What follows belongs to an exercise in optimizing a design on an open flow for small area and a short achievable clock period; a production flow would make more cautious choices. In this exercise RTL edits were held to simulation tests only and were not proved equivalent to the original. Power is estimated from default activity; no workload was simulated.

Design simple_core, start of the top module:
module simple_core (
    input  logic                         clock,
    input  logic                         arst_n,
    output logic [rv_core_pkg::xlen-1:0] pc,
    input  logic [rv_core_pkg::xlen-1:0] instruction,
    output logic [rv_core_pkg::xlen-1:0] data_address,
    output logic [rv_core_pkg::xlen-1:0] data_write_data,
    output logic                         data_write_enable,
    input  logic [rv_core_pkg::xlen-1:0] data_read_data
);
    logic [6:0]      opcode;
    logic [2:0]      funct3;
    logic [4:0]      rs1_address;
    logic [4:0]      rs2_address;
    logic [4:0]      rd_address;
    logic            is_lui, is_auipc, is_jal, is_jalr, is_branch;
    logic            is_load, is_store, is_op_imm, is_op, is_alu;
    logic            regfile_write_enable;
    logic            alu_subtract;
    logic            alu_arithmetic;
    logic [xlen-1:0] imm_i, imm_s, imm_b, imm_u, imm_j;
    logic [xlen-1:0] address_immediate;
    logic [xlen-1:0] pc_immediate;
    assign opcode      = instruction[6:0];
    assign funct3      = instruction[14:12];
    assign rs1_address = instruction[19:15];
    assign rs2_address = instruction[24:20];
    assign rd_address  = instruction[11:7];
    assign imm_i = {{20{instruction[31]}}, instruction[31:20]};
    assign imm_s = {{20{instruction[31]}}, instruction[31:25], instruction[11:7]};
    assign imm_b = {{20{instruction[31]}}, instruction[7], instruction[30:25], instruction[11:8], 1'b0};
    assign imm_u = {instruction[31:12], 12'b0};
    assign imm_j = {{12{instruction[31]}}, instruction[19:12], instruction[20], instruction[30:21], 1'b0};
    assign is_lui    = (opcode == op_lui);
    assign is_auipc  = (opcode == op_auipc);
    assign is_jal    = (opcode == op_jal);
    assign is_jalr   = (opcode == op_jalr);
    assign is_branch = (opcode == op_branch);
    assign is_load   = (opcode == op_load);
    assign is_store  = (opcode == op_store);
    assign is_op_imm = (opcode == op_imm);
    assign is_op     = (opcode == op_reg);
    assign is_alu    = is_op_imm || is_op;
    assign regfile_write_enable = is_lui || is_auipc || is_jal || is_jalr || is_load || is_alu;
    assign alu_subtract   = (is_op && funct3 == 3'b000 && instruction[30]) || is_branch
  ...
For scale: roughly 6100 cells after synthesis, roughly 160 I/O pins, about 52000 um^2 of cells after synthesis.
==> flow/config.mk <==
export PLATFORM = sky130hd
export DESIGN_NAME = simple_core
export DESIGN_NICKNAME = simple_core
export VERILOG_FILES = /design/flow/design.v
export SDC_FILE = /design/flow/constraint.sdc
export NUM_CORES = 4
export LEC_CHECK = 0
export CAP_MARGIN = 20
export CORE_MARGIN = 2
export CORE_UTILIZATION = 40
export PLACE_DENSITY = 0.45
export SETUP_SLACK_MARGIN = 3.0
export SLEW_MARGIN = 20
export SYNTH_HIERARCHICAL = 1
export TNS_END_PERCENT = 30
==> flow/constraint.sdc <==
create_clock -name core_clock -period 12.0 [get_ports {clock}]
set_input_delay 2.4000 -clock core_clock [delete_from_list [all_inputs] [get_ports {clock}]]
set_output_delay 2.4000 -clock core_clock [all_outputs]
set_load 0.01 [all_outputs]
run.sh (not shown) runs the stock make flow with config.mk's settings and CLKGATE_MAP_FILE= SYNTH_SCRIPT=/design/flow/synth_recipe.tcl, a recipe that flattens the netlist after the stock synthesis.
The baseline finished clean.
Next try:
==> flow/flow/run.sh (new file) <==
#!/bin/bash
# The standard layout flow, with two changes:
# - the input and output ports are buffered with buf_4 instead of the buffer
#   ORFS picks by default (a slow clkdlybuf4s50_1 delay buffer on sky130hd);
#   every port still gets a buffer;
# - the resizer may change a gate's drive strength across cell footprints
#   (MATCH_CELL_FOOTPRINT=0), so timing repair can upsize gates instead of
#   only adding buffers.
set -euo pipefail
export BUFFER_PORTS_ARGS="-buffer_cell sky130_fd_sc_hd__buf_4"
bash standard.sh MATCH_CELL_FOOTPRINT=0 finish > standard.log 2>&1
==> flow/standard.sh (new file) <==
#!/bin/bash
# synth_recipe.tcl (not shown) runs the flow's synth.tcl, then flattens the netlist and writes it again
# the make line also repeats each setting of config.mk as NAME=value (left out here)
make -C /OpenROAD-flow-scripts/flow DESIGN_CONFIG=/design/flow/config.mk WORK_HOME=/design/flow/orfs CLKGATE_MAP_FILE= SYNTH_SCRIPT=/design/flow/synth_recipe.tcl "${@:-finish}"
- CORE_UTILIZATION: 40 -> 50
- PLACE_DENSITY: 0.45 -> unset
- SETUP_SLACK_MARGIN: 3.0 -> 4.0
removed: flow/run.sh
Now the flow completed and failed the layout checks on capacitance limit, slew limit.
Clock power is lower by a few percent.
Fmax is lower slightly.
Routed wire length fell by a few percent.

what the ideal ports hide:
How much do the figures lean on ideal ports? The routed layouts below were timed once more, with nothing changed but the port constraints.
Step 1 assumes that a clkbuf_16 drives the clock port and a buf_2 every other input.
Step 2 also shifts input and output timing later by t, the mid clock arrival at the registers, as if the neighbouring blocks saw the same clock.
Three values: ideal ports, drivers, drivers and shift; two values: the first two.
run	shift t [ns]	slack for setup (ns)	worst setup path at the end	clock arrival spread, ns	pins driven straight from the clock port
the first run	0.833	2.811 / 2.770 / 2.163	input to register	0.086 / 0.086	1
the second run	0.821	2.771 / 2.580 / 2.580	input to output	0.089 / 0.089	1
The setup slack of the first run, which loses most, moves by -0.041 ns with the drivers and by -0.648 ns with both steps.
